What follows belongs to an exercise in optimizing a design on an open flow for small area, a short achievable clock period and few clock cycles; a production flow would make more cautious choices.
The RTL was checked by simulation tests, not by an equivalence proof against the original design.
Power is estimated from default activity; no workload was simulated.

Setup of tundra:
// lenet_classifier_top
module lenet_classifier_top
(
	input  logic               i_sclk,
	input  logic               i_rstn,
	input  logic               i_in_valid,
	output logic               o_in_ready,
	input  logic [7:0]         i_in_data,
	output logic [LABEL_W-1:0] o_label,
	output logic               o_label_valid
);
export LEC_CHECK = 0
export CAP_MARGIN = 20
export CORE_MARGIN = 2
export CORE_UTILIZATION = 70
export CTS_CLUSTER_DIAMETER = 100
export CTS_CLUSTER_SIZE = 32
export PLACE_DENSITY = 0.75
export SETUP_SLACK_MARGIN = 5
export SLEW_MARGIN = 20
create_clock -name core_clock -period 10.0 [get_ports {i_sclk}]
standard.sh (not shown) runs the stock make flow with config.mk's settings and CLKGATE_MAP_FILE= SYNTH_SCRIPT=/design/flow/synth_recipe.tcl, a recipe that flattens the netlist after the stock synthesis.
==> flow/flow/run.sh <==
#!/bin/bash
set -euo pipefail
bash standard.sh SETUP_SLACK_MARGIN=6.5 finish > flow_make.log 2>&1
tundra closes out successfully: all stages finished, all timing, DRC and antenna checks passed.
Testbench counts of tundra, summed over its fixed seeds: cycles 10,864.
## Diff of input files: willow against tundra
Settings: changing CTS_CLUSTER_SIZE from 32 to 24; setting CTS_BUF_LIST to sky130_fd_sc_hd__clkbuf_8 for the first time; removing CTS_CLUSTER_DIAMETER (formerly 100).
==> flow/run.sh (new file) <==
#!/bin/bash
# synth_recipe.tcl (not shown) runs the flow's synth.tcl, then flattens the netlist and writes it again
# the make line also repeats each setting of config.mk as NAME=value (left out here)
make -C /OpenROAD-flow-scripts/flow DESIGN_CONFIG=/design/flow/config.mk WORK_HOME=/design/flow/orfs CLKGATE_MAP_FILE= SYNTH_SCRIPT=/design/flow/synth_recipe.tcl finish
removed: flow/flow/run.sh
removed: flow/standard.sh
==> comparison <==
The critical path data arrival time in willow sits 0.68 ns above the value recorded for tundra. Compared with tundra, willow shows a higher growth of design area from synthesis to finish. Summary — sequential share of layout area, willow relative to tundra: lower, by 5.2 points. In willow the clock transition at the registers of the reported paths turned out 0.05 ns lower than in tundra.

* * *

Another version of the RTL of lenet_classifier_top (not shown whole).
Size in the first run: roughly 7400 flip-flops, about 17 I/O pins.
Settings: LEC_CHECK=0, CAP_MARGIN=20, CORE_MARGIN=2, CORE_UTILIZATION=70, PLACE_DENSITY=0.75, SETUP_SLACK_MARGIN=5, SLEW_MARGIN=20; clock period 10.0 ns.
==> flow/flow/run.sh <==
#!/bin/bash
# Standard ORFS layout with these changes in how it is made:
#  - ports are buffered with buf_4;
#  - clock tree synthesis without dummy loads and with larger sink clusters.
# The SDC (clock period, I/O delays) is the standard flow's, unchanged.
set -euo pipefail
bash standard.sh SETUP_SLACK_MARGIN=6.8 MATCH_CELL_FOOTPRINT=0 \
  "BUFFER_PORTS_ARGS=-buffer_cell sky130_fd_sc_hd__buf_4" \
  "CTS_ARGS=-sink_clustering_enable -repair_clock_nets -dont_use_dummy_load -sink_clustering_size 24 -sink_clustering_max_diameter 60" \
  finish > flow_make.log 2>&1
The starting point finished with timing, DRC and antenna clean.
Testbench counts at the start, summed over its fixed seeds: cycles 10,856.
Then changed:
--- a/flow/flow/run.sh
+++ b/flow/flow/run.sh
@@ -6,3 +6,3 @@
 set -euo pipefail
-bash standard.sh SETUP_SLACK_MARGIN=6.8 MATCH_CELL_FOOTPRINT=0 \
+bash standard.sh SETUP_SLACK_MARGIN=7.0 MATCH_CELL_FOOTPRINT=0 \
   "BUFFER_PORTS_ARGS=-buffer_cell sky130_fd_sc_hd__buf_4" \
=>
- The new run completed without violations
- core utilization is higher by 0.53 points
- wire length is higher by 0.88%
- register-to-register slack gets better by 0.24 ns
- fmax is lower by 1.4%
- clock power hardly moves
- cell area is higher by 0.70%
- power is about the same
Then changed:
==> flow/flow/run.sh (replaced) <==
#!/bin/bash
# Standard ORFS layout with these changes in how it is made:
#  - ports are buffered with buf_4;
#  - clock tree synthesis without dummy loads and with larger sink clusters.
# The SDC (clock period, I/O delays) is the standard flow's, unchanged.
set -euo pipefail
bash standard.sh SETUP_SLACK_MARGIN=6.8 MATCH_CELL_FOOTPRINT=0 \
  "BUFFER_PORTS_ARGS=-buffer_cell sky130_fd_sc_hd__buf_4" \
  "CTS_ARGS=-sink_clustering_enable -repair_clock_nets -dont_use_dummy_load -sink_clustering_size 27 -sink_clustering_max_diameter 80" \
  finish > flow_make.log 2>&1
- critical path depth stays the same
- setup slack is better by 0.013 ns
- maximum frequency is higher by about 0.4%
- hold slack is better by 0.027 ns
- sequential share of layout area is higher by 0.97 points
- sequential power barely changes
Then changed:
--- a/flow/flow/run.sh
+++ b/flow/flow/run.sh
@@ -8,3 +8,3 @@
   "BUFFER_PORTS_ARGS=-buffer_cell sky130_fd_sc_hd__buf_4" \
-  "CTS_ARGS=-sink_clustering_enable -repair_clock_nets -dont_use_dummy_load -sink_clustering_size 27 -sink_clustering_max_diameter 80" \
+  "CTS_ARGS=-sink_clustering_enable -repair_clock_nets -dont_use_dummy_load -sink_clustering_size 24 -sink_clustering_max_diameter 60" \
   finish > flow_make.log 2>&1
CORE_UTILIZATION = 78   (was 70)
PLACE_DENSITY = 0.82   (was 0.75)
- final cell count is lower by 1.9%
- wire length is higher by 33%
- clock skew is lower by 0.030 ns
- synthesized area is unchanged
- clock power is higher by about 10%

[static timing again, ports no longer ideal]
The results above use ideal ports. As a check the final layouts listed here were re-extracted and re-timed, cells and wires unchanged.
Step 1, drivers: a clkbuf_16 drives i_sclk and a buf_2 each remaining input, both assumed.
Step 2 times the ports against the registers' clock, not the clock port: input delays grow and output delays shrink by t, the midpoint of the rising clock arrivals with the driver on.
Three values: ideal, step 1, step 2; two values: the first two.
run | shift t [ns] | setup WS [ns] | hold WS [ns] | worst slew at a driven data input, ns
tundra | 1.024 | 6.295 / 6.204 / 5.587 | 0.293 / 0.293 / 0.293 | 0.06
willow | 1.304 | 5.616 / 5.526 / 4.546 | 0.257 / 0.257 / 0.257 | 0.06
the first run of note 2 | 1.034 | 6.589 / 6.494 / 5.814 | 0.254 / 0.254 / 0.254 | 0.11
the second run of note 2 | 1.046 | 6.542 / 6.446 / 5.970 | 0.250 / 0.250 / 0.250 | 0.14
the third run of note 2 | 1.030 | 6.555 / 6.458 / 5.895 | 0.278 / 0.278 / 0.278 | 0.11
the fourth run of note 2 | 1.075 | 6.525 / 6.424 / 5.677 | 0.272 / 0.272 / 0.272 | 0.14
After both steps setup and hold are still met in every run listed. For willow, which loses most, drivers alone change the setup slack by -0.090 ns; drivers and shift together by -1.070 ns.
